Context: an optimization exercise on an open-source flow, tuned for small area, a short achievable clock period and few clock cycles. The choices shown serve that exercise and are no tape-out recipe. Where RTL was checked, it was by simulation tests only, not by an equivalence proof against the original. Only the layout flow was run in runs 1, 2, 5 and 6; the RTL was not checked for function there. Power is estimated from default activity; no workload was simulated.

==> flow/run.sh <==
#!/bin/bash
# synth_recipe.tcl (not shown) runs the flow's synth.tcl, then flattens the netlist and writes it again
# the make line also repeats each setting of config.mk as NAME=value (left out here)
make -C /OpenROAD-flow-scripts/flow DESIGN_CONFIG=/design/flow/config.mk WORK_HOME=/design/flow/orfs CLKGATE_MAP_FILE= SYNTH_SCRIPT=/design/flow/synth_recipe.tcl finish
==> flow/constraint.sdc <==
create_clock -name core_clock -period 14.5 [get_ports {clk}]
set_input_delay 2.9000 -clock core_clock [delete_from_list [all_inputs] [get_ports {clk}]]
set_output_delay 2.9000 -clock core_clock [all_outputs]
set_load 0.01 [all_outputs]
==> flow/config.mk <==
export PLATFORM = sky130hd
export DESIGN_NAME = event_sched_top
export DESIGN_NICKNAME = event_sched_top
export VERILOG_FILES = /design/flow/design.v
export SDC_FILE = /design/flow/constraint.sdc
export NUM_CORES = 8
export LEC_CHECK = 0
export CAP_MARGIN = 20
export CORE_MARGIN = 2
export CORE_UTILIZATION = 40
export SETUP_SLACK_MARGIN = 0.5
export SLEW_MARGIN = 20
==> flow/design.v <==
`timescale 1ns/1ps
`default_nettype none
package event_sched_pkg;
    localparam int ADDR_W     = 16;
    localparam int COORD_W    = 8;
    localparam int ROW_STRIDE = 256;
    parameter int HALF_WIN    = 2;    
    parameter int QUEUE_DEPTH = 16;   
endpackage
`default_nettype wire
`timescale 1ns/1ps
`default_nettype none
module todo_lane (
    input  logic       seg_vld,
    input  logic [7:0] seg_top,
    input  logic [7:0] seg_lo,
    input  logic [7:0] seg_hi,
    input  logic       first,
    input  logic [7:0] row,
    input  logic [7:0] col,
    output logic       act,
    output logic       cont,
    output logic       cov1,
    output logic       later
);
    logic [8:0] d;      
    logic       ge0, le3, le4, eqm1;
    assign d    = {1'b0, row} - {1'b0, seg_top};
    assign ge0  = !d[8];
    assign le4  = ge0 && (d[7:0] <= 8'd4);
    assign le3  = ge0 && (d[7:0] <= 8'd3);
    assign eqm1 = (d == 9'h1ff);
    assign act   = seg_vld && !first && le4 && (col < seg_hi);
    assign cont  = act && ({1'b0, seg_lo} <= {1'b0, col} + 9'd1);
    assign cov1  = seg_vld && !first && (le3 || eqm1);
    assign later = seg_vld && (first || (d[8] && !eqm1));
endmodule
`default_nettype wire
`timescale 1ns/1ps
`default_nettype none
module window_picker #(
    parameter int N = 5
) (
    input  logic [N-1:0]   mask,
    input  logic [N*N-1:0] ord,
    output logic [N-1:0]   pick
);
    always_comb begin
        for (int i = 0; i < N; i++) begin
            pick[i] = mask[i];
            for (int j = 0; j < N; j++) begin
                if (j != i && mask[j] && !ord[i*N+j]) pick[i] = 1'b0;
            end
        end
    end
endmodule
`default_nettype wire
`timescale 1ns/1ps
`default_nettype none
module sched_ctrl (
    input  logic [15:0] ev,
    input  logic        cur_vld,
    input  logic [7:0]  cur_top,
    input  logic [7:0]  cur_hi,
    output logic        fresh,
    output logic        merge,
    output logic [7:0]  new_top,
    output logic [7:0]  new_lo,
    output logic [7:0]  new_hi
);
    logic [15:0] last_fresh;
    logic [7:0]  ev_row;
    logic [7:0]  ev_col;
    assign ev_row     = ev[15:8];
    assign ev_col     = ev[7:0];
    assign last_fresh = {cur_top + 8'd2, cur_hi - 8'd2};
    assign fresh = !cur_vld || (ev > last_fresh);
    assign merge = cur_vld && (ev_row == cur_top + 8'd2)
                   && ({1'b0, ev_col} <= {1'b0, cur_hi} + 9'd3);
    assign new_top = ev_row - 8'd2;
    assign new_lo  = ev_col - 8'd2;
    assign new_hi  = ev_col + 8'd2;
endmodule
`default_nettype wire
`timescale 1ns/1ps
`default_nettype none
module event_sched_top #(
    parameter int NS = 3
) (
    input  logic        clk,
    input  logic        rst_n,
    input  logic [15:0] event_addr,
    input  logic        event_valid,
    output logic        event_ready,
    output logic [15:0] window_addr,
    output logic        window_valid,
    input  logic        window_ready
);
    localparam int N = NS + 1;
    logic [N-1:0]  seg_vld;
    logic [7:0]    seg_top [N];
    logic [7:0]    seg_lo  [N];
    logic [7:0]    seg_hi  [N];
    logic [NS-1:0] older [NS];
    logic [15:0]   ev;       
    logic          rdy;      
    logic [15:0]   pos;      
    logic          wv;
    logic          first;    
    logic          fresh, merge;
    logic [7:0]    new_top, new_lo, new_hi;
    logic          room, consume, open_seg;
    logic [NS-1:0] alloc;
    assign event_ready  = rdy;
    assign window_valid = wv;
    assign window_addr  = pos;
    sched_ctrl sched_ctrl_inst (
        .ev(ev),
        .cur_vld(seg_vld[NS]),
        .cur_top(seg_top[NS]),
        .cur_hi(seg_hi[NS]),
        .fresh(fresh),
        .merge(merge),
        .new_top(new_top),
        .new_lo(new_lo),
        .new_hi(new_hi)
    );
    assign room     = !seg_vld[NS] || !(&seg_vld[NS-1:0]);
    assign consume  = !rdy && (!fresh || merge || room);
    assign open_seg = !rdy && fresh && !merge && room;
    always_comb begin
        alloc = '0;
        for (int s = NS - 1; s >= 0; s--) begin
            if (!seg_vld[s]) alloc = NS'(1) << s;
        end
        if (!(open_seg && seg_vld[NS])) alloc = '0;
    end
    logic [7:0]   R, C;
    logic [N-1:0] act, cont, cov1, later;
    logic [N*N-1:0] lo_before, age_before;
    logic [N-1:0] pick_in, pick_c1, pick_l;
    logic [7:0]   ht, hc;
    logic [N-1:0] lo_early, key_early;
    assign R = pos[15:8];
    assign C = pos[7:0];
    for (genvar s = 0; s < N; s++) begin : g_seg
        todo_lane todo_lane_inst (
            .seg_vld(seg_vld[s]),
            .seg_top(seg_top[s]),
            .seg_lo(seg_lo[s]),
            .seg_hi(seg_hi[s]),
            .first(first),
            .row(R),
            .col(C),
            .act(act[s]),
            .cont(cont[s]),
            .cov1(cov1[s]),
            .later(later[s])
        );
    end
    assign ht = seg_top[NS];
    assign hc = seg_hi[NS] - 8'd4;
    always_comb begin
        for (int i = 0; i < N; i++) begin
            lo_early[i]  = seg_lo[i] < hc;
            key_early[i] = {seg_top[i], seg_lo[i]} < {ht, hc};
            for (int j = 0; j < N; j++) begin
                lo_before[i*N+j] = (seg_lo[i] < seg_lo[j]) || (seg_lo[i] == seg_lo[j] && i < j);
                if (i == NS)      age_before[i*N+j] = 1'b0;
                else if (j == NS) age_before[i*N+j] = 1'b1;
                else if (i < j)   age_before[i*N+j] = older[i][j];
                else              age_before[i*N+j] = !older[j][i];
            end
        end
    end
    window_picker #(.N(N)) pick_in_inst (.mask(act),   .ord(lo_before),  .pick(pick_in));
    window_picker #(.N(N)) pick_c1_inst (.mask(cov1),  .ord(lo_before),  .pick(pick_c1));
    window_picker #(.N(N)) pick_l_inst  (.mask(later), .ord(age_before), .pick(pick_l));
    logic        any_act, any_cont, any_c1, any_l;
    logic [7:0]  lo_in, lo_c1, lo_l, top_l;
    logic        early_in, early_c1, early_l;
    logic [7:0]  R1, C1;
    logic        due;
    logic [15:0] nxt;
    assign any_act  = |act;
    assign any_cont = |cont;
    assign any_c1   = |cov1;
    assign any_l    = |later;
    assign R1       = R + 8'd1;
    assign C1       = C + 8'd1;
    always_comb begin
        lo_in = '0; lo_c1 = '0; lo_l = '0; top_l = '0;
        early_in = 1'b0; early_c1 = 1'b0; early_l = 1'b0;
        for (int s = 0; s < N; s++) begin
            lo_in    = lo_in    | ({8{pick_in[s]}} & seg_lo[s]);
            lo_c1    = lo_c1    | ({8{pick_c1[s]}} & seg_lo[s]);
            lo_l     = lo_l     | ({8{pick_l[s]}}  & seg_lo[s]);
            top_l    = top_l    | ({8{pick_l[s]}}  & seg_top[s]);
            early_in = early_in | (pick_in[s] & lo_early[s]);
            early_c1 = early_c1 | (pick_c1[s] & lo_early[s]);
            early_l  = early_l  | (pick_l[s]  & key_early[s]);
        end
    end
    always_comb begin
        if (any_act) begin
            nxt = {R, any_cont ? C1 : lo_in};
            due = (R < ht) || (R == ht && (any_cont ? (C1 < hc) : early_in));
        end else if (any_c1) begin
            nxt = {R1, lo_c1};
            due = ({1'b0, R} + 9'd1 < {1'b0, ht}) || ({1'b0, R} + 9'd1 == {1'b0, ht} && early_c1);
        end else begin
            nxt = {top_l, lo_l};
            due = any_l && early_l;
        end
    end
    always_ff @(posedge clk) begin
        if (rdy && event_valid) begin
            ev <= event_addr;
        end
        for (int s = 0; s < NS; s++) begin
            if (alloc[s]) begin
                seg_top[s] <= seg_top[NS];
                seg_lo[s]  <= seg_lo[NS];
                seg_hi[s]  <= seg_hi[NS];
                for (int j = 0; j < NS; j++) begin
                    if (j < s) older[j][s] <= 1'b1;
                    if (j > s) older[s][j] <= 1'b0;
                end
            end
        end
        if (open_seg) begin
            seg_top[NS] <= new_top;
            seg_lo[NS]  <= new_lo;
        end
        if (consume && fresh) begin
            seg_hi[NS] <= new_hi;
        end
        if ((!wv || window_ready) && due) begin
            pos <= nxt;
        end
    end
    always_ff @(posedge clk or negedge rst_n) begin
        if (!rst_n) begin
            seg_vld <= '0;
            rdy     <= 1'b1;
            wv      <= 1'b0;
            first   <= 1'b1;
        end else begin
            seg_vld[NS-1:0] <= (seg_vld[NS-1:0] & (act[NS-1:0] | cov1[NS-1:0] | later[NS-1:0])) | alloc;
            if (open_seg) seg_vld[NS] <= 1'b1;
            rdy <= rdy ? !event_valid : consume;
            if (!wv || window_ready) begin
                wv <= due;
                if (due) first <= 1'b0;
            end
        end
    end
endmodule
`default_nettype wire
==> metrics.cfg, run 1 <==
[sta]
fin_crit_ns=5.23
report.final.slew_viol_count=0
rsz0062_at_grt=no
setup_tns_ns=0
setup_viol_count_final=0
hold_viol=0
fin_crit_sh_pct=36.1
clock.fmax_mhz=191
maxSlewHeadroom_pct=31.3
worstMarginPinSlew_ns=1.03
worst_clock_skew_ns=0.0112

[detailed_routing]
first_iter_violations=1357
firstDrtPassIters=9
drc=0
post_drt_wl_per_cell_um=23.1
drt-met1-wl_um=19900
wl_met2_um=19600
wl_met3_um=3750
vias=11800
wirelength_um=44500
via_per_inst=6.15
top_layer=met4
ant_nets=0

[layout]
drive_above_1_share_pct=5.69
layout_common_cells=ha_1, edfxtp_1, inv_1
fin_nets=1735
area_growth_pct=11.4
fin_area_um2=15000
n_antenna_cell=0
mostFrequentLayoutCell=ha_1

[yosys]
synthArstFlopShare_pct=5.07
synthesis.nets=1686
syn_area_per_cell_um2=9.49
ys.flop_type=edfxtp_1
yosysWarnings=10
ys_types=92
yosysSeqAreaShare_pct=30.4
synth-edff-count=128
syn_area_um2=13400
ys_seq_elements=138
syn_inst=1416

[floorplanning]
ioPinCount=38
dieArea_um2=35100
initial_core_util_pct=40.4
num_rows=67
die_h_um=187
die_x_um=187
core_area_um2=33300

[worst_setup_path]
r2r-start=pos[3]$_DFFE_PP_
crit_chain=and3_1 -> and3_1 -> xor2_1 -> inv_1 -> ha_1 -> o21ai_0 -> nand2b_1 -> a21oi_1 -> a2111oi_0 -> nor2b_1 -> a2111oi_2 -> buf_4 -> o311ai_1 -> o211ai_1 -> o31ai_1 -> nor2b_1
worstSetupPathType=flip-flop to flip-flop
endpoint_kind=flip-flop
slowest_stage=a2111oi_0
r2r_end=pos[0]$_DFFE_PP_
worst_path_largest_cell_delay_ns=0.82
rr_worst_depth=16
startpoint_type=flip-flop
critPathArrivalTime_ns=5.29
crit_end=pos[0]$_DFFE_PP_
rrSetupSlack_ns=9.27
worstSetupStartpoint=pos[3]$_DFFE_PP_
critPathMaxFanout=18
cp.required_ns=14.56

[placement]
hpwlAfterDp_um=33700
gp_congestion=0.911
io_buffers=37
dpl_cell_area_um2=14400

[pwr]
irDropWorstVdd_uv=77.2
total_leakage_power_uw=0.00634
seqPwrFrac_pct=26.0
comb_power_share_pct=56.5
p_sw_uw=1170
swShare_pct=46.4
intPower_uw=1350
clock_power_share_pct=17.5
p_per_area_nw_per_um2=168

[clock_network]
cts_tree=done
clk_pin_slew_worst_paths_ns=0.07
clockBufferDepth=2
cts_setup_buffers=0
clock-root-buffer=clkbuf_16
numCtsBuffers=17
clock_latency_ns=0.43
htree_levels=4
postCtsResizedCells=0
hold_buffers=0
cts.sinks=138

[global_route]
grt_pass1_wl_um=68400
grt_usage_pct=25.4
gr-total-overflow=0
grt_pass1_vias=11500
antenna_found_initial=0
grt_max_degree=35

[flow_run]
cap_violations=0

[hold_path]
hold_path.class=flip-flop to flip-flop

[run_status]
status=timing/DRC/antenna clean

## Yosys cell counts, types with 9 or more instances
master / instances / area share [%]
a221oi_1: 10 / 0.65
nor2_1: 76 / 2.1
edfxtp_1: 128 / 29
o21ai_0: 53 / 2.0
nand2_1: 100 / 2.8
nand2b_1: 33 / 1.5
nand3_1: 44 / 1.6
a21oi_1: 93 / 3.5
inv_1: 122 / 3.4
nand4_1: 39 / 1.8
clkbuf_1: 15 / 0.42
a21o_1: 35 / 2.0
a22oi_1: 16 / 0.89
a211oi_1: 20 / 1.1
a222oi_1: 17 / 1.3
or3_1: 9 / 0.42
xor2_1: 23 / 1.5
ha_1: 246 / 23
nor3_1: 25 / 0.93
o211ai_1: 11 / 0.61
xnor2_1: 43 / 2.8
nor4_1: 9 / 0.42
o21a_1: 25 / 1.4
and3_1: 14 / 0.65
nor2b_1: 29 / 1.4
a31oi_1: 20 / 0.93
## area by class of cell
| cell class | instances | area, um2 |
|---|---|---|
| Clock buffer | 19 | 433 |
| Clock inverter | 12 | 140 |
| Timing Repair Buffer | 53 | 488 |
| Tap cell | 448 | 561 |
| Inverter | 123 | 462 |
| Sequential cell | 138 | 4080 |
| Fill cell | 3207 | 18300 |
| Multi-Input combinational cell | 1132 | 8800 |
## power groups by stage
stage | Sequential, uW | Clock (uW) | Combinational (uW)
final | 653 | 439 | 1420
after global routing | 659 | 458 | 1570
after CTS | 650 | 441 | 1390
after detailed placement | 657 | 0 | 1390
after global placement | 656 | 0 | 1370
after floorplan | 601 | 0 | 978
## per-layer routing
metal  GRT usage (%)  vias up
li1                -     5512
met1            35.4     5714
met2            40.4      524
met3            4.41       82
met4            7.39        0
met5               0        -
## how the worst min path moves through the flow
stage,end,cells past startpoint,start,slack [ns]
final,seg_top[3][0]$_DFFE_PP_,0,ev[8]$_DFFE_PP_,0.49
after global routing,seg_vld[3]$_DFFE_PN0P_,1,rdy$_DFF_PN1_,0.52
after CTS,seg_vld[3]$_DFFE_PN0P_,1,rdy$_DFF_PN1_,0.49
after detailed placement,seg_vld[3]$_DFFE_PN0P_,1,rdy$_DFF_PN1_,0.48
after global placement,seg_vld[3]$_DFFE_PN0P_,1,rdy$_DFF_PN1_,0.48
after floorplan,seg_top[3][0]$_DFFE_PP_,0,ev[8]$_DFFE_PP_,0.43
## cell families after synthesis
group	share of synthesized area, %
simple gates	17.3
compound gates	20.0
fa+ha+maj	23.5
buf+inv	4.14
flops	30.4
xor+xnor	4.30
mux	0.456
## sequential cells by signal, indices dropped and copies added (netlist names)
| name | count |
|---|---|
| ev | 16 |
| first | 1 |
| older | 3 |
| pos | 16 |
| rdy | 1 |
| seg_hi | 32 |
| seg_lo | 32 |
| seg_top | 32 |
| seg_vld | 4 |
| wv | 1 |
## through the flow
| stage | utilization, % | std cells | setup WS (ns) | hold slack [ns] | total power [uW] |
|---|---|---|---|---|---|
| CTS | 44.9 | 1924 | 9.41 | 0.493 | 2490 |
| global route | 45.0 | 1925 | 9.01 | 0.520 | 2680 |
| detailed placement | 43.2 | 1893 | 9.44 | 0.478 | 2040 |
| global placement | 43.2 | 1893 | 9.35 | 0.480 | 2020 |
| finish | 45.0 | 1925 | 9.27 | 0.489 | 2510 |
| floorplan | - | 1416 | 10.10 | 0.433 | 1580 |
## critical path, delay by kind of cell, from the launching register on
| family | cells | cell delay, ns |
|---|---|---|
| AO/OA/AOI/OAI | 7 | 1.73 |
| AND/OR/NAND/NOR | 5 | 1.24 |
| flip-flops | 1 | 0.71 |
| buffers and inverters | 2 | 0.47 |
| XOR/XNOR | 1 | 0.36 |
| adder cells (fa/ha/maj) | 1 | 0.34 |
==> run 2, diff against run 1 <==
--- a/flow/design.v
+++ b/flow/design.v
@@ -5,6 +5,18 @@
     localparam int COORD_W    = 8;
     localparam int ROW_STRIDE = 256;
-    parameter int HALF_WIN    = 2;    
-    parameter int QUEUE_DEPTH = 16;   
+    parameter int HALF_WIN    = 2;
+    parameter int QUEUE_DEPTH = 16;
+    function automatic logic lt8(input logic [7:0] a, input logic [7:0] b);
+        logic r;
+        r = 1'b0;
+        for (int i = 0; i < 8; i++) r = (~a[i] & b[i]) | (~a[i] & r) | (b[i] & r);
+        lt8 = r;
+    endfunction
+    function automatic logic lt16(input logic [15:0] a, input logic [15:0] b);
+        logic r;
+        r = 1'b0;
+        for (int i = 0; i < 16; i++) r = (~a[i] & b[i]) | (~a[i] & r) | (b[i] & r);
+        lt16 = r;
+    endfunction
 endpackage
 `default_nettype wire
@@ -31,6 +43,6 @@
     assign le3  = ge0 && (d[7:0] <= 8'd3);
     assign eqm1 = (d == 9'h1ff);
-    assign act   = seg_vld && !first && le4 && (col < seg_hi);
-    assign cont  = act && ({1'b0, seg_lo} <= {1'b0, col} + 9'd1);
+    assign act   = seg_vld && !first && le4 && event_sched_pkg::lt8(col, seg_hi);
+    assign cont  = act && !event_sched_pkg::lt8(col + 8'd1, seg_lo);
     assign cov1  = seg_vld && !first && (le3 || eqm1);
     assign later = seg_vld && (first || (d[8] && !eqm1));
@@ -75,7 +87,7 @@
     assign ev_col     = ev[7:0];
     assign last_fresh = {cur_top + 8'd2, cur_hi - 8'd2};
-    assign fresh = !cur_vld || (ev > last_fresh);
+    assign fresh = !cur_vld || event_sched_pkg::lt16(last_fresh, ev);
     assign merge = cur_vld && (ev_row == cur_top + 8'd2)
-                   && ({1'b0, ev_col} <= {1'b0, cur_hi} + 9'd3);
+                   && !event_sched_pkg::lt8(cur_hi + 8'd3, ev_col);
     assign new_top = ev_row - 8'd2;
     assign new_lo  = ev_col - 8'd2;
@@ -163,8 +175,8 @@
     always_comb begin
         for (int i = 0; i < N; i++) begin
-            lo_early[i]  = seg_lo[i] < hc;
-            key_early[i] = {seg_top[i], seg_lo[i]} < {ht, hc};
+            lo_early[i]  = event_sched_pkg::lt8(seg_lo[i], hc);
+            key_early[i] = (i == NS) ? event_sched_pkg::lt8(seg_lo[i], hc) : 1'b1;
             for (int j = 0; j < N; j++) begin
-                lo_before[i*N+j] = (seg_lo[i] < seg_lo[j]) || (seg_lo[i] == seg_lo[j] && i < j);
+                lo_before[i*N+j] = (i < j) ? !event_sched_pkg::lt8(seg_lo[j], seg_lo[i]) : event_sched_pkg::lt8(seg_lo[i], seg_lo[j]);
                 if (i == NS)      age_before[i*N+j] = 1'b0;
                 else if (j == NS) age_before[i*N+j] = 1'b1;
@@ -205,8 +217,8 @@
         if (any_act) begin
             nxt = {R, any_cont ? C1 : lo_in};
-            due = (R < ht) || (R == ht && (any_cont ? (C1 < hc) : early_in));
+            due = event_sched_pkg::lt8(R, ht) || (R == ht && (any_cont ? event_sched_pkg::lt8(C1, hc) : early_in));
         end else if (any_c1) begin
             nxt = {R1, lo_c1};
-            due = ({1'b0, R} + 9'd1 < {1'b0, ht}) || ({1'b0, R} + 9'd1 == {1'b0, ht} && early_c1);
+            due = event_sched_pkg::lt8(R1, ht) || (R1 == ht && early_c1);
         end else begin
             nxt = {top_l, lo_l};
--- a/flow/config.mk
+++ b/flow/config.mk
@@ -6,4 +6,5 @@
 export NUM_CORES = 8
 export LEC_CHECK = 0
+export ABC_AREA = 1
 export CAP_MARGIN = 20
 export CORE_MARGIN = 2
==> run 2 against run 1 <==
Net effect:
- still clean
- synthesized cell count grew 0.35%
- register-to-register slack improved by 0.61 ns
- die area down 17%
- critical endpoint is now window_addr[9]
- largest cell class unchanged
==> metrics.cfg, run 2 <==
[pwr]
p_total_uw=2430
irDropWorstVdd_uv=85.4
p_per_area_nw_per_um2=194
total_leakage_power_uw=0.00555

[worst_setup_path]
crit_chain=clkdlybuf4s50_1
slowest_stage=edfxtp_1
r2r_end=pos[4]$_DFFE_PP_
rrSetupSlack_ns=9.88
worstSetupPathType=flip-flop to primary output
cp.required_ns=11.60
critPathMaxFanout=11
worst_path_largest_cell_delay_ns=0.73
critical-path-top-delay-family=flip-flops
critPathArrivalTime_ns=1.81
startpoint_type=flip-flop
rr_worst_depth=23
r2r-start=pos[8]$_DFFE_PP_
endpoint_kind=primary output
path_buf_inv=1

[yosys]
synth-edff-count=128
synthXorXnorAreaFrac_pct=3.93
synth_mux_area_share_pct=0
yosysWarnings=12
yosys.area_share.simple_pct=22.4
synth_fa_ha_area_share_pct=8.91
synthesis.nets=1514
synth.most_common_cell=nand2_1
synthArstFlopShare_pct=5.07
syn_inst=1421
yosysSeqAreaShare_pct=36.6
yosysTopAreaCellShare_pct=34.5
synth-compound-area-share_pct=18.7
syn_area_per_cell_um2=7.85
yosys-top-cells-area=edfxtp_1, nand2_1, inv_1, ha_1, o22ai_1
ys_seq_elements=138
synth_top_family_by_area=simple AND/OR/NAND/NOR gates
ys_types=55
synth_common_cells=nand2_1, inv_1, edfxtp_1
ys.flop_type=edfxtp_1
synth.largest_area_cell=edfxtp_1
syn_area_um2=11200

[clock_network]
clockBufferDepth=2
hold_buffers=0
clock_latency_ns=0.44
cts.sinks=138
clk_pin_slew_worst_paths_ns=0.07
cts_setup_buffers=0
cts_tree=done
numCtsBuffers=17
htree_levels=4
clock-root-buffer=clkbuf_16
postCtsResizedCells=0

[layout]
layout_common_cells=nand2_1, inv_1, edfxtp_1
mostFrequentLayoutCell=nand2_1
nFillCells=2811
reg.largest.list=seg_hi x32, seg_lo x32, seg_top x32
n_antenna_cell=0
regArea_um2=4080
fin_nets=1547
fin_util_pct=45.2
area_growth_pct=11.9
drive_above_1_share_pct=7.29
multi_input_area_um2=6020

[run_status]
status=timing/DRC/antenna clean

[detailed_routing]
post_drt_wl_per_cell_um=18.7
ant_nets=0
first_iter_violations=1077
wirelength_um=34500
firstDrtPassIters=5
vias=10400
via_per_inst=5.62
drc=0

[sta]
fin_crit_ns=4.71
setup_tns_ns=0
report.final.slew_viol_count=0
hold_viol=0
setup_viol_count_final=0
fin_crit_sh_pct=32.5
worstMarginPinSlew_ns=1.05
maxSlewHeadroom_pct=30.2
setup_slack_ns=9.79
rsz0062_at_grt=no
clock.fmax_mhz=212
worst_clock_skew_ns=0.0169

[flow_run]
cap_violations=0

[floorplanning]
ioPinCount=38
core_area_um2=27600
initial_core_util_pct=40.4
die_h_um=171
num_rows=61
die_x_um=171
dieArea_um2=29200

[hold_path]
hold_path.class=flip-flop to flip-flop
holdPathStages=0
min_from=ev[8]$_DFFE_PP_
hold_path_end=seg_top[3][0]$_DFFE_PP_

[placement]
hpwlAfterDp_um=26700
gp_congestion=0.950
io_buffers=37
place_ws_ns=9.99

[global_route]
antenna_found_initial=0
gr-total-overflow=0
grt_usage_pct=24.0
grt_pass1_vias=9811
grt_max_degree=25
grt_pass1_wl_um=53800

==> run 2: cell types whose count changed after synthesis, sizes merged, moves of 25 or more <==
cell / before / now
a21o: 35 / 0
ha: 246 / 69
inv: 123 / 241
nand2: 100 / 334
nand2b: 33 / 1
nor2b: 29 / 0
o21a: 25 / 0
o22ai: 3 / 93
xnor2: 43 / 5
==> run 2: worst max-delay path by stage <==
stage / from / end / slack, ns / cells past startpoint
floorplan: seg_hi[3][2]$_DFFE_PP_ / seg_hi[0][0]$_DFFE_PP_ / 10.59 / 29
global placement: pos[8]$_DFFE_PP_ / pos[11]$_DFFE_PP_ / 10.17 / 23
detailed placement: pos[8]$_DFFE_PP_ / pos[0]$_DFFE_PP_ / 9.99 / 23
CTS: pos[9]$_DFFE_PP_ / window_addr[9] / 9.75 / 1
global route: pos[8]$_DFFE_PP_ / pos[4]$_DFFE_PP_ / 9.52 / 23
finish: pos[9]$_DFFE_PP_ / window_addr[9] / 9.79 / 1
==> run 2: final cells by class <==
class,count,share of cell area [%]
timing repair buffer,40,3.15
inverter,249,7.49
tap,378,3.79
sequential,138,32.7
multi-input combinational,1008,48.2
clock buffer,17,3.41
clock inverter,15,1.23
==> run 2: through the flow <==
stage | cells | hold slack (ns) | cell area [um2]
finish | 1845 | 0.496 | 12500
CTS | 1845 | 0.493 | 12500
detailed placement | 1813 | 0.481 | 11900
global placement | 1813 | 0.474 | 11900
global route | 1845 | 0.496 | 12500
floorplan | 1421 | 0.440 | 11200
==> run 2: logic make-up after synthesis <==
| logic type | count (synthesis) |
|---|---|
| compound gates | 333 |
| xor+xnor | 50 |
| fa+ha+maj | 78 |
| buf+inv | 275 |
| flops | 138 |
| simple gates | 547 |
==> run 2: metal layers <==
layer  vias to the layer above  share of wire [%]  GRT usage (%)
li1                       4969                  -              -
met1                      4918                 44           33.4
met2                       428                 46           38.4
met3                        54                7.9           4.05
met4                         0                2.1           6.93
met5                         -                  0              0
==> run 2: power breakdown <==
| part | internal [uW] | switching, uW |
|---|---|---|
| registers | 539 | 108 |
| clock network | 229 | 208 |
| logic | 468 | 874 |
| total | 1240 | 1190 |
==> run 3, diff against run 2 <==
--- a/flow/design.v
+++ b/flow/design.v
@@ -71,26 +71,17 @@
 `default_nettype none
 module sched_ctrl (
-    input  logic [15:0] ev,
-    input  logic        cur_vld,
-    input  logic [7:0]  cur_top,
-    input  logic [7:0]  cur_hi,
-    output logic        fresh,
-    output logic        merge,
-    output logic [7:0]  new_top,
-    output logic [7:0]  new_lo,
-    output logic [7:0]  new_hi
-);
-    logic [15:0] last_fresh;
-    logic [7:0]  ev_row;
-    logic [7:0]  ev_col;
-    assign ev_row     = ev[15:8];
-    assign ev_col     = ev[7:0];
-    assign last_fresh = {cur_top + 8'd2, cur_hi - 8'd2};
-    assign fresh = !cur_vld || event_sched_pkg::lt16(last_fresh, ev);
-    assign merge = cur_vld && (ev_row == cur_top + 8'd2)
-                   && !event_sched_pkg::lt8(cur_hi + 8'd3, ev_col);
-    assign new_top = ev_row - 8'd2;
-    assign new_lo  = ev_col - 8'd2;
-    assign new_hi  = ev_col + 8'd2;
+    input  logic [7:0] ev_top,
+    input  logic [7:0] ev_hi,
+    input  logic       cur_vld,
+    input  logic [7:0] cur_top,
+    input  logic [7:0] cur_hi,
+    output logic       fresh,
+    output logic       merge,
+    output logic [7:0] new_lo
+);
+    assign fresh  = !cur_vld || event_sched_pkg::lt16({cur_top, cur_hi}, {ev_top, ev_hi});
+    assign merge  = cur_vld && (ev_top == cur_top)
+                    && !event_sched_pkg::lt8(cur_hi, ev_hi - 8'd5);
+    assign new_lo = ev_hi - 8'd4;
 endmodule
 `default_nettype wire
@@ -115,5 +106,6 @@
     logic [7:0]    seg_hi  [N];
     logic [NS-1:0] older [NS];
-    logic [15:0]   ev;       
+    logic [7:0]    ev_top;   
+    logic [7:0]    ev_hi;
     logic          rdy;      
     logic [15:0]   pos;      
@@ -121,5 +113,5 @@
     logic          first;    
     logic          fresh, merge;
-    logic [7:0]    new_top, new_lo, new_hi;
+    logic [7:0]    new_lo;
     logic          room, consume, open_seg;
     logic [NS-1:0] alloc;
@@ -128,5 +120,6 @@
     assign window_addr  = pos;
     sched_ctrl sched_ctrl_inst (
-        .ev(ev),
+        .ev_top(ev_top),
+        .ev_hi(ev_hi),
         .cur_vld(seg_vld[NS]),
         .cur_top(seg_top[NS]),
@@ -134,7 +127,5 @@
         .fresh(fresh),
         .merge(merge),
-        .new_top(new_top),
-        .new_lo(new_lo),
-        .new_hi(new_hi)
+        .new_lo(new_lo)
     );
     assign room     = !seg_vld[NS] || !(&seg_vld[NS-1:0]);
@@ -148,5 +139,5 @@
         if (!(open_seg && seg_vld[NS])) alloc = '0;
     end
-    logic [7:0]   R, C;
+    logic [7:0]   R, C, R1, C1;
     logic [N-1:0] act, cont, cov1, later;
     logic [N*N-1:0] lo_before, age_before;
@@ -154,7 +145,9 @@
     logic [7:0]   ht, hc;
     logic [N-1:0] lo_early, key_early;
-    assign R = pos[15:8];
-    assign C = pos[7:0];
-    for (genvar s = 0; s < N; s++) begin : g_seg
+    assign R  = pos[15:8];
+    assign C  = pos[7:0];
+    assign R1 = R + 8'd1;
+    assign C1 = C + 8'd1;
+    for (genvar s = 0; s < NS; s++) begin : g_seg
         todo_lane todo_lane_inst (
             .seg_vld(seg_vld[s]),
@@ -173,4 +166,13 @@
     assign ht = seg_top[NS];
     assign hc = seg_hi[NS] - 8'd4;
+    logic r_eq, r1_eq, r1_lt, c1_lt;
+    assign r_eq  = (R == ht);
+    assign r1_eq = (R1 == ht);
+    assign r1_lt = event_sched_pkg::lt8(R1, ht);
+    assign c1_lt = event_sched_pkg::lt8(C1, hc);
+    assign act[NS]   = seg_vld[NS] && !first && r_eq && c1_lt;
+    assign cont[NS]  = act[NS] && !event_sched_pkg::lt8(C1, seg_lo[NS]);
+    assign cov1[NS]  = seg_vld[NS] && !first && r1_eq;
+    assign later[NS] = seg_vld[NS] && (first || r1_lt);
     always_comb begin
         for (int i = 0; i < N; i++) begin
@@ -192,5 +194,4 @@
     logic [7:0]  lo_in, lo_c1, lo_l, top_l;
     logic        early_in, early_c1, early_l;
-    logic [7:0]  R1, C1;
     logic        due;
     logic [15:0] nxt;
@@ -199,6 +200,4 @@
     assign any_c1   = |cov1;
     assign any_l    = |later;
-    assign R1       = R + 8'd1;
-    assign C1       = C + 8'd1;
     always_comb begin
         lo_in = '0; lo_c1 = '0; lo_l = '0; top_l = '0;
@@ -217,8 +216,8 @@
         if (any_act) begin
             nxt = {R, any_cont ? C1 : lo_in};
-            due = event_sched_pkg::lt8(R, ht) || (R == ht && (any_cont ? event_sched_pkg::lt8(C1, hc) : early_in));
+            due = event_sched_pkg::lt8(R, ht) || (r_eq && (any_cont ? c1_lt : early_in));
         end else if (any_c1) begin
             nxt = {R1, lo_c1};
-            due = event_sched_pkg::lt8(R1, ht) || (R1 == ht && early_c1);
+            due = r1_lt || (r1_eq && early_c1);
         end else begin
             nxt = {top_l, lo_l};
@@ -228,5 +227,6 @@
     always_ff @(posedge clk) begin
         if (rdy && event_valid) begin
-            ev <= event_addr;
+            ev_top <= event_addr[15:8] - 8'd2;
+            ev_hi  <= event_addr[7:0] + 8'd2;
         end
         for (int s = 0; s < NS; s++) begin
@@ -242,9 +242,9 @@
         end
         if (open_seg) begin
-            seg_top[NS] <= new_top;
+            seg_top[NS] <= ev_top;
             seg_lo[NS]  <= new_lo;
         end
         if (consume && fresh) begin
-            seg_hi[NS] <= new_hi;
+            seg_hi[NS] <= ev_hi;
         end
         if ((!wv || window_ready) && due) begin
==> flow/flow/run.sh (new file) <==
#!/bin/bash
# The standard layout, with faster port buffers than the default choice.
set -euo pipefail
export BUFFER_PORTS_ARGS="-buffer_cell sky130_fd_sc_hd__buf_4"
bash standard.sh finish > standard_flow.log 2>&1
==> flow/standard.sh (new file) <==
#!/bin/bash
# synth_recipe.tcl (not shown) runs the flow's synth.tcl, then flattens the netlist and writes it again
# the make line also repeats each setting of config.mk as NAME=value (left out here)
make -C /OpenROAD-flow-scripts/flow DESIGN_CONFIG=/design/flow/config.mk WORK_HOME=/design/flow/orfs CLKGATE_MAP_FILE= SYNTH_SCRIPT=/design/flow/synth_recipe.tcl "${@:-finish}"
removed: flow/run.sh
==> run 3 against run 2 <==
Net effect:
- critical path type unchanged
- still clean
- critical path depth did not move
- sequential power grew 2%
- largest cell class unchanged
- hold slack lost 0.018 ns
- clock skew hardly changed
- highest routed layer unchanged
- power is 0.92% higher
- fmax increased by 13%
==> metrics.cfg, run 3 <==
[detailed_routing]
wl_met3_um=2710
wirelength_um=33000
first_iter_violations=1214
drc=0
ant_nets=0
top_layer=met4
post_drt_wl_per_cell_um=18.8
wl_met2_um=14700
via_per_inst=5.65
firstDrtPassIters=6
drt-met1-wl_um=15200
vias=9905

[clock_network]
numCtsBuffers=17
postCtsResizedCells=0
hold_buffers=0
cts_setup_buffers=0
cts.sinks=138
cts_tree=done
clockBufferDepth=2
clock-root-buffer=clkbuf_16
clk_pin_slew_worst_paths_ns=0.07
htree_levels=4
clock_latency_ns=0.43

[floorplanning]
ioPinCount=38
dieArea_um2=28100
initial_core_util_pct=40.9
die_x_um=168
core_area_um2=26200
die_h_um=168
num_rows=59

[worst_setup_path]
rrSetupSlack_ns=10.41
cp.required_ns=11.60
critPathArrivalTime_ns=1.28
critical-path-top-delay-family=flip-flops
r2r-start=pos[9]$_DFFE_PP_
startpoint_type=flip-flop
worstSetupPathType=flip-flop to primary output
worst_path_largest_cell_delay_ns=0.64
r2r_end=pos[8]$_DFFE_PP_
slowest_stage=edfxtp_1
rr_worst_depth=20
critPathMaxFanout=10
endpoint_kind=primary output
crit_chain=buf_4
path_buf_inv=1

[hold_path]
hold_path.class=flip-flop to flip-flop
holdPathStages=0
hold_path_end=seg_top[3][1]$_DFFE_PP_
min_from=ev_top[1]$_DFFE_PP_

[layout]
mostFrequentLayoutCell=nand2_1
fin_nets=1484
fin_util_pct=45.6
reg.largest.list=seg_hi x32, seg_lo x32, seg_top x32
drive_above_1_share_pct=11.4
layout_common_cells=nand2_1, inv_1, edfxtp_1
n_antenna_cell=0
instances_no_fill=1753
area_growth_pct=11.3

[yosys]
yosys-top-cells-area=edfxtp_1, nand2_1, inv_1, ha_1, o22ai_1
ys.flop_type=edfxtp_1
ys_types=59
synth.most_common_cell=nand2_1
ys_seq_elements=138
yosysTopAreaCellShare_pct=35.8
synth.largest_area_cell=edfxtp_1
syn_area_per_cell_um2=7.85
synthesis.nets=1446
syn_area_um2=10700
synth_common_cells=nand2_1, inv_1, edfxtp_1
yosysWarnings=12
synthArstFlopShare_pct=5.07
synth-edff-count=128
syn_inst=1367
yosysSeqAreaShare_pct=38.0

[sta]
rsz0062_at_grt=no
maxSlewHeadroom_pct=40.6
fin_crit_sh_pct=28.8
worstMarginPinSlew_ns=0.891
setup_viol_count_final=0
report.final.slew_viol_count=0
setup_tns_ns=0
clock.fmax_mhz=239
worst_clock_skew_ns=0.0173
fin_crit_ns=4.18
hold_viol=0

[flow_run]
cap_violations=0

[pwr]
p_per_area_nw_per_um2=205
irDropWorstVdd_uv=76.3
p_total_uw=2450
total_leakage_power_uw=0.00537

[global_route]
grt_pass1_vias=9340
grt_usage_pct=23.7
antenna_found_initial=0
grt_max_degree=27
gr-total-overflow=0
grt_pass1_wl_um=51900

[placement]
gp_congestion=0.963
dpl.cell_count=1721
io_buffers=37
hpwlAfterDp_um=25900

[run_status]
status=timing/DRC/antenna clean

[run 3: changes by cell type after synthesis, moves of 8 or more]
| cell | before | now |
|---|---|---|
| a21oi_1 | 75 | 58 |
| o22ai_1 | 92 | 104 |
| xor2_1 | 45 | 30 |
| o21ai_1 | 15 | 23 |
| ha_1 | 69 | 56 |
| nand2_1 | 316 | 300 |
| o221ai_1 | 25 | 15 |
| o21ai_0 | 60 | 49 |
| inv_1 | 231 | 240 |
[run 3: how the worst max path moves through the flow]
stage                          start                   to  slack [ns]  cells after the start
finish              pos[9]$_DFFE_PP_       window_addr[9]       10.32                      1
global route        pos[9]$_DFFE_PP_     pos[4]$_DFFE_PP_        9.99                     20
CTS                 pos[9]$_DFFE_PP_       window_addr[9]       10.31                      1
detailed placement  pos[9]$_DFFE_PP_    pos[10]$_DFFE_PP_       10.43                     20
global placement    pos[8]$_DFFE_PP_    pos[10]$_DFFE_PP_       10.48                     25
floorplan              event_addr[9]  ev_top[7]$_DFFE_PP_       10.78                      5
[run 3: area by class of cell]
class	count	area, um2
flip-flops and latches	138	4080
fillers	2569	14300
clock buffers	17	425
inverters	261	987
clock inverters	15	180
well taps	335	419
multi-input cells	947	5550
repair buffers	40	300
[run 3: report_power, final]
part | leakage [uW] | switching (uW) | internal, uW
combinational | 0.00380 | 886 | 454
clock | 0.000285 | 219 | 233
sequential | 0.00129 | 105 | 552
total | 0.00537 | 1210 | 1240
[run 3: cell families (layout without fill, tap and decap cells)]
| logic type | Yosys count | after routing | share of synthesized area, % |
|---|---|---|---|
| simple gates | 544 | 544 | 23.6 |
| compound gates | 304 | 304 | 17.6 |
| buf+inv | 282 | 333 | 10.3 |
| flops | 138 | 138 | 38.0 |
| fa+ha+maj | 61 | 61 | 7.28 |
| xor+xnor | 38 | 38 | 3.24 |
[run 3: through the flow]
| step | area [um2] | setup slack (ns) | hold WS, ns |
|---|---|---|---|
| global route | 11900 | 9.99 | 0.506 |
| finish | 11900 | 10.32 | 0.478 |
| floorplan | 10700 | 10.78 | 0.419 |
| global placement | 11300 | 10.48 | 0.442 |
| detailed placement | 11300 | 10.43 | 0.463 |
| CTS | 11900 | 10.31 | 0.480 |
[run 3: routing by layer]
layer	track usage [%]	vias to the layer above
met3	4.04	34
met5	0	-
met1	34.2	4688
li1	-	4764
met4	5.29	0
met2	37.2	419
Testbench counts of run 3, summed over its fixed seeds: cycles 16,611.
==> run 4, diff against run 3 <==
==> flow/run.sh (new file) <==
#!/bin/bash
# synth_recipe.tcl (not shown) runs the flow's synth.tcl, then flattens the netlist and writes it again
# the make line also repeats each setting of config.mk as NAME=value (left out here)
make -C /OpenROAD-flow-scripts/flow DESIGN_CONFIG=/design/flow/config.mk WORK_HOME=/design/flow/orfs CLKGATE_MAP_FILE= SYNTH_SCRIPT=/design/flow/synth_recipe.tcl finish
removed: flow/flow/run.sh
removed: flow/standard.sh
==> run 4 against run 3 <==
Net effect:
- utilization up 0.36 points
- power grew 1.2%
- largest power group unchanged
- sequential power hardly changed
- fmax is 9.9% lower
- still clean on timing, DRC and antenna
- critical path type unchanged
- non-clock buffer count did not move
==> metrics.cfg, run 4 <==
[run_status]
status=timing/DRC/antenna clean

[yosys]
synth.largest_area_cell=edfxtp_1
syn_area_per_cell_um2=7.85
synth.most_common_cell=nand2_1
synth-edff-count=128
synthArstFlopShare_pct=5.07
synthesis.nets=1446
yosys-top-cells-area=edfxtp_1, nand2_1, inv_1, ha_1, o22ai_1
syn_inst=1367
yosysWarnings=12
ys_types=59
ys_seq_elements=138
ys.flop_type=edfxtp_1
syn_area_um2=10700
yosysSeqAreaShare_pct=38.0
synth_common_cells=nand2_1, inv_1, edfxtp_1
yosysTopAreaCellShare_pct=35.8

[detailed_routing]
first_iter_violations=967
firstDrtPassIters=5
vias=9870
drc=0
via_per_inst=5.63
wirelength_um=33000
ant_nets=0
post_drt_wl_per_cell_um=18.8

[sta]
report.final.slew_viol_count=0
clock.fmax_mhz=215
rsz0062_at_grt=no
worstMarginPinSlew_ns=0.807
fin_crit_sh_pct=32.0
setup_tns_ns=0
setup_viol_count_final=0
fin_crit_ns=4.64
maxSlewHeadroom_pct=46.2
whs_ns=0.456
hold_viol=0
worst_clock_skew_ns=0.0141

[hold_path]
hold_path_end=older[1][2]$_SDFFE_PP1P_
hold_path.class=flip-flop to flip-flop
holdPathStages=2
min_from=older[1][2]$_SDFFE_PP1P_

[clock_network]
cts.sinks=138
postCtsResizedCells=0
clk_pin_slew_worst_paths_ns=0.06
numCtsBuffers=17
hold_buffers=0
cts_setup_buffers=0
cts_tree=done
htree_levels=4
clock-root-buffer=clkbuf_16
clockBufferDepth=2
clock_latency_ns=0.43

[layout]
mostFrequentLayoutCell=nand2_1
area_growth_pct=12.2
fin_area_um2=12000
instances_no_fill=1753
n_antenna_cell=0
nFillCells=2544
reg.largest.list=seg_hi x32, seg_lo x32, seg_top x32
fin_nets=1484
drive_above_1_share_pct=8.74
layout_common_cells=nand2_1, inv_1, edfxtp_1

[worst_setup_path]
cp.required_ns=11.60
r2r_end=pos[0]$_DFFE_PP_
path_buf_inv=1
worstSetupPathType=flip-flop to primary output
r2r-start=pos[9]$_DFFE_PP_
critPathMaxFanout=10
worst_path_largest_cell_delay_ns=0.69
slowest_stage=edfxtp_1
crit_chain=clkdlybuf4s50_1
critPathArrivalTime_ns=1.74
endpoint_kind=primary output
critical-path-top-delay-family=flip-flops
startpoint_type=flip-flop
rr_worst_depth=20
rrSetupSlack_ns=10.10

[global_route]
grt_max_degree=27
antenna_found_initial=0
grt_pass1_vias=9215
gr-total-overflow=0
grt_usage_pct=23.3
grt_pass1_wl_um=50900

[pwr]
p_per_area_nw_per_um2=206
p_total_uw=2480
irDropWorstVdd_uv=90.2
total_leakage_power_uw=0.00535

[placement]
dpl_cell_area_um2=11400
hpwlAfterDp_um=25900
gp_congestion=0.960
io_buffers=37
dpl.cell_count=1721

[floorplanning]
dieArea_um2=28100
num_rows=59
die_x_um=168
core_area_um2=26200
ioPinCount=38
die_h_um=168
initial_core_util_pct=40.9

[flow_run]
cap_violations=0

run 4: cell counts after synthesis:
Identical to the previous run, type by type.
run 4: final cells by class:
cell class | instances | area [um2] | share of cell area, %
clock buffer | 17 | 425 | 3.54
clock inverter | 15 | 183 | 1.52
inverter | 261 | 987 | 8.20
multi-input combinational | 947 | 5550 | 46.1
sequential | 138 | 4080 | 33.9
tap | 335 | 419 | 3.48
timing repair buffer | 40 | 393 | 3.26
run 4: metrics by stage:
stage | utilization, % | setup slack, ns
6_report | 45.9 | 9.86
3_3_place_gp | 43.6 | 10.22
5_1_grt | 45.9 | 9.71
3_5_place_dp | 43.6 | 10.15
4_1_cts | 45.9 | 9.84
2_1_floorplan | - | 10.78
run 4: cells by family after synthesis:
group           after synthesis  synth area share [%]
simple gates                544                  23.6
compound gates              304                  17.6
buf+inv                     282                  10.3
flops                       138                  38.0
fa+ha+maj                    61                  7.28
xor+xnor                     38                  3.24
run 4: how the worst max path moves through the flow:
stage,start,end,slack [ns],cells past startpoint
5_1_grt,pos[9]$_DFFE_PP_,pos[0]$_DFFE_PP_,9.71,20
6_report,pos[9]$_DFFE_PP_,window_addr[9],9.86,1
3_5_place_dp,window_ready,pos[3]$_DFFE_PP_,10.15,5
4_1_cts,pos[9]$_DFFE_PP_,window_addr[9],9.84,1
3_3_place_gp,window_ready,pos[3]$_DFFE_PP_,10.22,5
2_1_floorplan,event_addr[9],ev_top[7]$_DFFE_PP_,10.78,5
run 4: where the power goes:
group	total, uW	internal [uW]	switching, uW
registers	655	552	103
clock network	453	261	192
logic	1370	465	905
total	2480	1280	1200
run 4: metal layers:
layer	wire, um	vias to the layer above	part of all wire, %	track usage (%)
met5	0	-	0	0
met4	581	0	1.8	6.12
met3	3250	38	9.8	6.48
met2	14400	469	44	35.9
met1	14700	4596	45	32.4
li1	-	4767	-	-
==> run 5, diff against run 4 <==
--- a/flow/design.v
+++ b/flow/design.v
@@ -144,5 +144,5 @@
     logic [N-1:0] pick_in, pick_c1, pick_l;
     logic [7:0]   ht, hc;
-    logic [N-1:0] lo_early, key_early;
+    logic         lo_early;
     assign R  = pos[15:8];
     assign C  = pos[7:0];
@@ -175,10 +175,12 @@
     assign cov1[NS]  = seg_vld[NS] && !first && r1_eq;
     assign later[NS] = seg_vld[NS] && (first || r1_lt);
+    assign lo_early = event_sched_pkg::lt8(seg_lo[NS], hc);
     always_comb begin
         for (int i = 0; i < N; i++) begin
-            lo_early[i]  = event_sched_pkg::lt8(seg_lo[i], hc);
-            key_early[i] = (i == NS) ? event_sched_pkg::lt8(seg_lo[i], hc) : 1'b1;
             for (int j = 0; j < N; j++) begin
-                lo_before[i*N+j] = (i < j) ? !event_sched_pkg::lt8(seg_lo[j], seg_lo[i]) : event_sched_pkg::lt8(seg_lo[i], seg_lo[j]);
+                if (i == NS)      lo_before[i*N+j] = !event_sched_pkg::lt8(seg_lo[j], seg_lo[i]);
+                else if (j == NS) lo_before[i*N+j] = event_sched_pkg::lt8(seg_lo[i], seg_lo[j]);
+                else if (i < j)   lo_before[i*N+j] = !event_sched_pkg::lt8(seg_lo[j], seg_lo[i]);
+                else              lo_before[i*N+j] = event_sched_pkg::lt8(seg_lo[i], seg_lo[j]);
                 if (i == NS)      age_before[i*N+j] = 1'b0;
                 else if (j == NS) age_before[i*N+j] = 1'b1;
@@ -202,5 +204,4 @@
     always_comb begin
         lo_in = '0; lo_c1 = '0; lo_l = '0; top_l = '0;
-        early_in = 1'b0; early_c1 = 1'b0; early_l = 1'b0;
         for (int s = 0; s < N; s++) begin
             lo_in    = lo_in    | ({8{pick_in[s]}} & seg_lo[s]);
@@ -208,9 +209,9 @@
             lo_l     = lo_l     | ({8{pick_l[s]}}  & seg_lo[s]);
             top_l    = top_l    | ({8{pick_l[s]}}  & seg_top[s]);
-            early_in = early_in | (pick_in[s] & lo_early[s]);
-            early_c1 = early_c1 | (pick_c1[s] & lo_early[s]);
-            early_l  = early_l  | (pick_l[s]  & key_early[s]);
-        end
-    end
+        end
+    end
+    assign early_in = act[NS] && (!pick_in[NS] || lo_early);
+    assign early_c1 = !pick_c1[NS] || lo_early;
+    assign early_l  = !pick_l[NS] || lo_early;
     always_comb begin
         if (any_act) begin
==> flow/flow/run.sh (new file) <==
#!/bin/bash
# The standard layout, with faster port buffers than the default choice.
set -euo pipefail
export BUFFER_PORTS_ARGS="-buffer_cell sky130_fd_sc_hd__buf_4"
bash standard.sh finish > standard_flow.log 2>&1
==> flow/standard.sh (new file) <==
#!/bin/bash
# synth_recipe.tcl (not shown) runs the flow's synth.tcl, then flattens the netlist and writes it again
# the make line also repeats each setting of config.mk as NAME=value (left out here)
make -C /OpenROAD-flow-scripts/flow DESIGN_CONFIG=/design/flow/config.mk WORK_HOME=/design/flow/orfs CLKGATE_MAP_FILE= SYNTH_SCRIPT=/design/flow/synth_recipe.tcl "${@:-finish}"
removed: flow/run.sh
==> run 5 against run 4 <==
Net effect:
- synthesized area shrank 4.2%
- largest cell class unchanged
- clock power shrank 2%
- sequential power shrank 2%
- clock skew grew 0.0016 ns
- routed wire length shrank 11%
- die area shrank 4.1%
- final cell count shrank 3.1%
- combinational power shrank 13%
- design area shrank 4.9%
- power shrank 8.0%
==> metrics.cfg, run 5 <==
[run_status]
status=timing/DRC/antenna clean

[worst_setup_path]
critPathArrivalTime_ns=4.54
endpoint_kind=flip-flop
startpoint_type=flip-flop
rr_worst_depth=22
crit_chain=inv_1 -> ha_1 -> inv_1 -> fa_1 -> nand3_1 -> nand2_1 -> a21oi_1 -> o21bai_2 -> xor2_1 -> inv_1 -> or2_1 -> nor2_2 -> nand2_1 -> nand2_1 -> nand3_2 -> nand4_4 -> inv_4 -> o211ai_1 -> nand3_1 -> nand2_1 -> nand2_1 -> nor2_1
slowest_stage=nor2_1
critPathMaxFanout=19
r2r-start=pos[8]$_DFFE_PP_
rrSetupSlack_ns=10.01
cp.required_ns=14.55
path_common_cell=nand2_1
worstSetupPathType=flip-flop to flip-flop
worst_path_largest_cell_delay_ns=0.62
worstSetupStartpoint=pos[8]$_DFFE_PP_

[sta]
setup_tns_ns=0
clock.fmax_mhz=223
setup_viol_count_final=0
fin_crit_sh_pct=30.9
worst_clock_skew_ns=0.0158
whs_ns=0.455
rsz0062_at_grt=no
report.final.slew_viol_count=0
fin_crit_ns=4.49
hold_viol=0
worstMarginPinSlew_ns=1.06
maxSlewHeadroom_pct=29.4

[global_route]
grt_pass1_wl_um=46900
grt_pass1_vias=8861
gr-total-overflow=0
antenna_found_initial=0
grt_usage_pct=22.6
grt_max_degree=25

[detailed_routing]
wirelength_um=29400
vias=9219
first_iter_violations=908
drc=0
via_per_inst=5.43
ant_nets=0
post_drt_wl_per_cell_um=17.3
firstDrtPassIters=6

[hold_path]
holdPathStages=2
hold_path.class=flip-flop to flip-flop
min_from=older[1][2]$_SDFFE_PP1P_

[yosys]
ys_types=54
ys_seq_elements=138
synthesis.nets=1397
yosys-top-cells-area=edfxtp_1, nand2_1, inv_1, ha_1, nor2_1
synth.most_common_cell=nand2_1
synth-edff-count=128
ys.flop_type=edfxtp_1
synth_common_cells=nand2_1, inv_1, edfxtp_1
yosysSeqAreaShare_pct=39.7
yosysWarnings=12
yosysTopAreaCellShare_pct=37.4
syn_area_per_cell_um2=7.80
syn_inst=1318
syn_area_um2=10300
synthArstFlopShare_pct=5.07
synth.largest_area_cell=edfxtp_1

[clock_network]
clock_latency_ns=0.43
clock-root-buffer=clkbuf_16
hold_buffers=0
numCtsBuffers=17
cts.sinks=138
clk_pin_slew_worst_paths_ns=0.07
clockBufferDepth=2
postCtsResizedCells=0
htree_levels=4
cts_setup_buffers=0
cts_tree=done

[layout]
area_growth_pct=11.3
nFillCells=2500
mostFrequentLayoutCell=nand2_1
fin_nets=1435
n_antenna_cell=0
fin_area_um2=11400
reg.largest.list=seg_hi x32, seg_lo x32, seg_top x32
multi_input_area_um2=5200
drive_above_1_share_pct=8.47
layout_common_cells=nand2_1, inv_1, edfxtp_1
regArea_um2=4080
fin_util_pct=45.5
instances_no_fill=1699

[floorplanning]
die_h_um=164
core_area_um2=25200
initial_core_util_pct=40.8
dieArea_um2=27000
num_rows=58
die_x_um=164
ioPinCount=38

[placement]
gp_congestion=0.954
dpl.cell_count=1667
dpl_cell_area_um2=10900
io_buffers=37
hpwlAfterDp_um=22500

[pwr]
irDropWorstVdd_uv=86.6
p_per_area_nw_per_um2=199
total_leakage_power_uw=0.00515

[flow_run]
cap_violations=0

[run 5: cell count changes after synthesis, moves of 8 or more]
cell	change
o22ai_1	-57
nor2_1	+40
inv_1	-18
nand2_2	-14
xor2_1	+13
nand4_1	+11
o221ai_1	+11
inv_2	-10
a22oi_1	-9
o211ai_1	+9
nand2_1	+8
nand3_1	+8
nand3_2	-8
o2111ai_1	-8
[run 5: logic make-up (layout without fill, tap and decap cells)]
logic type                 count (synthesis)  after routing  synth area share [%]
and+or+nand+nor                          575            575                  24.2
buffers and inverters                    253            304                  9.78
AOI/OAI and AO/OA                        243            243                  14.7
DFF                                      138            138                  39.7
adders and majority gates                 60             60                  7.50
xor gates and xnor gates                  49             49                  4.17
[run 5: area by class of cell]
type	count	area share [%]
Multi-Input combinational cell	927	45.4
Sequential cell	138	35.7
Inverter	231	7.60
Clock buffer	17	3.72
Tap cell	330	3.61
Timing Repair Buffer	41	2.69
Clock inverter	15	1.33
[run 5: metal layers]
layer,track usage [%],part of all wire (%)
met4,7.42,1.9
met3,3.03,5.3
met2,36.4,46
met1,31.3,47
met5,0,0
[run 5: worst paths after layout]
| kind | endpoint |
|---|---|
| max | pos[13]$_DFFE_PP_ |
| min | older[1][2]$_SDFFE_PP1P_ |
| max reg2reg | pos[13]$_DFFE_PP_ |
| min reg2reg | older[1][2]$_SDFFE_PP1P_ |
| max in group asynchronous | first$_DFFE_PN1P_ |
| min in group asynchronous | wv$_DFFE_PN0N_ |
[run 5: per-stage QoR]
| stage | power [uW] | worst slack, ns |
|---|---|---|
| floorplan | 1500 | 10.68 |
| global placement | 1820 | 10.23 |
| detailed placement | 1820 | 10.10 |
| CTS | 2270 | 10.07 |
| global route | 2460 | 9.65 |
| finish | 2280 | 10.01 |
[run 5: power breakdown]
| part | internal, uW | switching (uW) | total [uW] | leakage [uW] |
|---|---|---|---|---|
| logic | 413 | 779 | 1190 | 0.00357 |
| registers | 545 | 99.1 | 644 | 0.00129 |
| clock network | 243 | 200 | 444 | 0.000283 |
| total | 1200 | 1080 | 2280 | 0.00515 |
[run 5: worst max-delay path, delay by kind of cell (launching register included)]
kind / cells / cell delay (ns)
simple gates: 12 / 2.03
fa+ha+maj: 2 / 0.60
buf+inv: 4 / 0.50
flops: 1 / 0.47
compound gates: 3 / 0.37
xor+xnor: 1 / 0.13
==> run 6, diff against run 5 <==
--- a/flow/config.mk
+++ b/flow/config.mk
@@ -9,5 +9,5 @@
 export CAP_MARGIN = 20
 export CORE_MARGIN = 2
-export CORE_UTILIZATION = 40
+export CORE_UTILIZATION = 65
 export SETUP_SLACK_MARGIN = 0.5
 export SLEW_MARGIN = 20
==> run 6 against run 5 <==
Net effect:
- sequential power hardly changed
- utilization is 28 points higher
- final cell count is 7.1% lower
- setup slack worse by 0.0072 ns
- count of clock-buffer cells in the layout stayed put
- sequential share of layout area is 0.47 points higher
- first-iteration DRC count is 59% higher
- synthesized cell count stayed put
- global-route usage is 13 points higher
- critical path type unchanged
- highest routed layer unchanged
==> metrics.cfg, run 6 <==
[yosys]
synth-edff-count=128
syn_area_um2=10300
yosys-top-cells-area=edfxtp_1, nand2_1, inv_1, ha_1, nor2_1
synth_common_cells=nand2_1, inv_1, edfxtp_1
yosysWarnings=12
ys_types=54
syn_inst=1318
ys_seq_elements=138
syn_area_per_cell_um2=7.80
synth.largest_area_cell=edfxtp_1
synth.most_common_cell=nand2_1
yosysTopAreaCellShare_pct=37.4
ys.flop_type=edfxtp_1
synthesis.nets=1397
synthArstFlopShare_pct=5.07
yosysSeqAreaShare_pct=39.7

[clock_network]
clockBufferDepth=2
numCtsBuffers=17
cts.sinks=138
cts_setup_buffers=0
clk_pin_slew_worst_paths_ns=0.06
postCtsResizedCells=0
hold_buffers=0
cts_tree=done
htree_levels=4
clock_latency_ns=0.43
clock-root-buffer=clkbuf_16

[layout]
reg.largest.list=seg_hi x32, seg_lo x32, seg_top x32
layout_common_cells=nand2_1, inv_1, edfxtp_1
mostFrequentLayoutCell=nand2_1
fin_nets=1434
fin_util_pct=73.8
area_growth_pct=9.89
drive_above_1_share_pct=8.41
fin_area_um2=11300
nFillCells=1205
n_antenna_cell=0

[sta]
fin_crit_ns=4.49
setup_tns_ns=0
hold_viol=0
worst_clock_skew_ns=0.00975
report.final.slew_viol_count=0
fin_crit_sh_pct=31.0
setup_viol_count_final=0
rsz0062_at_grt=no
whs_ns=0.469
maxSlewHeadroom_pct=31.6
worstMarginPinSlew_ns=1.03
clock.fmax_mhz=223

[worst_setup_path]
startpoint_type=flip-flop
critPathArrivalTime_ns=4.55
rrSetupSlack_ns=10.01
cp.required_ns=14.56
crit_end=pos[12]$_DFFE_PP_
critPathMaxFanout=19
r2r-start=pos[8]$_DFFE_PP_
worstSetupStartpoint=pos[8]$_DFFE_PP_
r2r_end=pos[12]$_DFFE_PP_
endpoint_kind=flip-flop
worstSetupPathType=flip-flop to flip-flop
rr_worst_depth=22

[placement]
gp_congestion=1.01
io_buffers=37
hpwlAfterDp_um=21900
dpl_cell_area_um2=10700

[hold_path]
min_from=older[1][2]$_SDFFE_PP1P_
hold_path.class=flip-flop to flip-flop
holdPathStages=2

[flow_run]
cap_violations=0

[detailed_routing]
post_drt_wl_per_cell_um=18.6
via_per_inst=6.12
wirelength_um=29400
ant_nets=0
vias=9658
first_iter_violations=1448
firstDrtPassIters=5
drc=0

[floorplanning]
initial_core_util_pct=67.1
dieArea_um2=16800
num_rows=45
die_x_um=130
ioPinCount=38
core_area_um2=15300
die_h_um=130

[global_route]
antenna_found_initial=0
gr-total-overflow=0
grt_pass1_vias=8840
grt_usage_pct=35.9
grt_pass1_wl_um=46400
grt_max_degree=25

[run_status]
status=timing/DRC/antenna clean

[pwr]
irDropWorstVdd_uv=114
p_per_area_nw_per_um2=204
total_leakage_power_uw=0.00514

==> run 6: logic make-up after synthesis <==
| kind of cell | count (synthesis) | synth area share (%) |
|---|---|---|
| buf+inv | 253 | 9.78 |
| fa+ha+maj | 60 | 7.50 |
| flops | 138 | 39.7 |
| xor+xnor | 49 | 4.17 |
| simple gates | 575 | 24.2 |
| compound gates | 243 | 14.7 |
==> run 6: metal layers <==
| metal | wire length [um] | vias up | part of all wire, % | global-route usage (%) |
|---|---|---|---|---|
| met5 | 0 | - | 0 | 0 |
| met2 | 12900 | 584 | 44 | 54.9 |
| met1 | 12300 | 4489 | 42 | 51.7 |
| met3 | 3560 | 57 | 12 | 7.50 |
| met4 | 617 | 0 | 2.1 | 11.3 |
| li1 | - | 4528 | - | - |
==> run 6: how the worst min path moves through the flow <==
stage / to / slack (ns)
6_report: older[1][2]$_SDFFE_PP1P_ / 0.47
2_1_floorplan: older[1][2]$_SDFFE_PP1P_ / 0.42
5_1_grt: seg_top[3][1]$_DFFE_PP_ / 0.50
3_5_place_dp: older[1][2]$_SDFFE_PP1P_ / 0.46
4_1_cts: older[1][2]$_SDFFE_PP1P_ / 0.47
3_3_place_gp: older[1][2]$_SDFFE_PP1P_ / 0.43
==> run 6: critical path, stage by stage (launching register included) <==
cell      delay [ns]
edfxtp_1        0.47
inv_1           0.22
ha_1            0.19
inv_1           0.07
fa_1            0.42
nand3_1         0.09
nand2_1         0.09
a21oi_1         0.18
o21bai_2        0.09
xor2_1          0.13
inv_1           0.06
or2_1           0.23
nor2_2          0.12
nand2_1         0.07
nand2_1         0.11
nand3_2         0.16
nand4_4         0.26
inv_4           0.16
o211ai_1        0.12
nand3_1         0.10
nand2_1         0.11
nand2_1         0.10
nor2_1          0.56
==> run 6: final cells by class <==
cell class / instances / area, um2 / share of cell area, %
clock buffers: 17 / 425 / 3.77
clock inverters: 15 / 156 / 1.38
inverters: 231 / 870 / 7.70
multi-input cells: 927 / 5200 / 46.0
flip-flops and latches: 138 / 4080 / 36.1
well taps: 211 / 264 / 2.34
repair buffers: 40 / 300 / 2.66
==> run 6: per-stage QoR <==
stage	instances	setup WS, ns	total power [uW]
floorplan	1318	10.68	1500
global placement	1547	10.34	1800
detailed placement	1547	10.11	1820
CTS	1579	10.08	2260
global route	1579	9.63	2450
finish	1579	10.01	2300
==> run 6: power breakdown <==
group          internal [uW]  switching, uW
clock                    243            193
sequential               545            101
combinational            414            804

==> separate check: timing with driven ports <==
Ports are ideal in the flow. The routed layouts listed here were re-timed in OpenROAD.
Step 1 sets driving cells, clkbuf_16 on the clock port and buf_2 on the other inputs (assumed; they add their load-dependent delay and slew).
Step 2 times the ports against the registers' clock, not the clock port: input delays grow and output delays shrink by t, the midpoint of the rising clock arrivals with the driver on.
Three values: ideal ports, drivers, drivers and shift; two values: the first two.
run	t (ns)	setup slack, ns	cell pins on the clock port's net
run 1	0.474	9.267 / 9.267 / 9.267	1
run 2	0.480	9.790 / 9.741 / 9.885	1
run 3	0.469	10.320 / 10.274 / 10.406	1
run 4	0.466	9.859 / 9.814 / 10.102	1
run 5	0.475	10.014 / 10.014 / 10.014	1
run 6	0.469	10.007 / 10.007 / 10.007	1
After both steps every run listed still meets setup and hold.
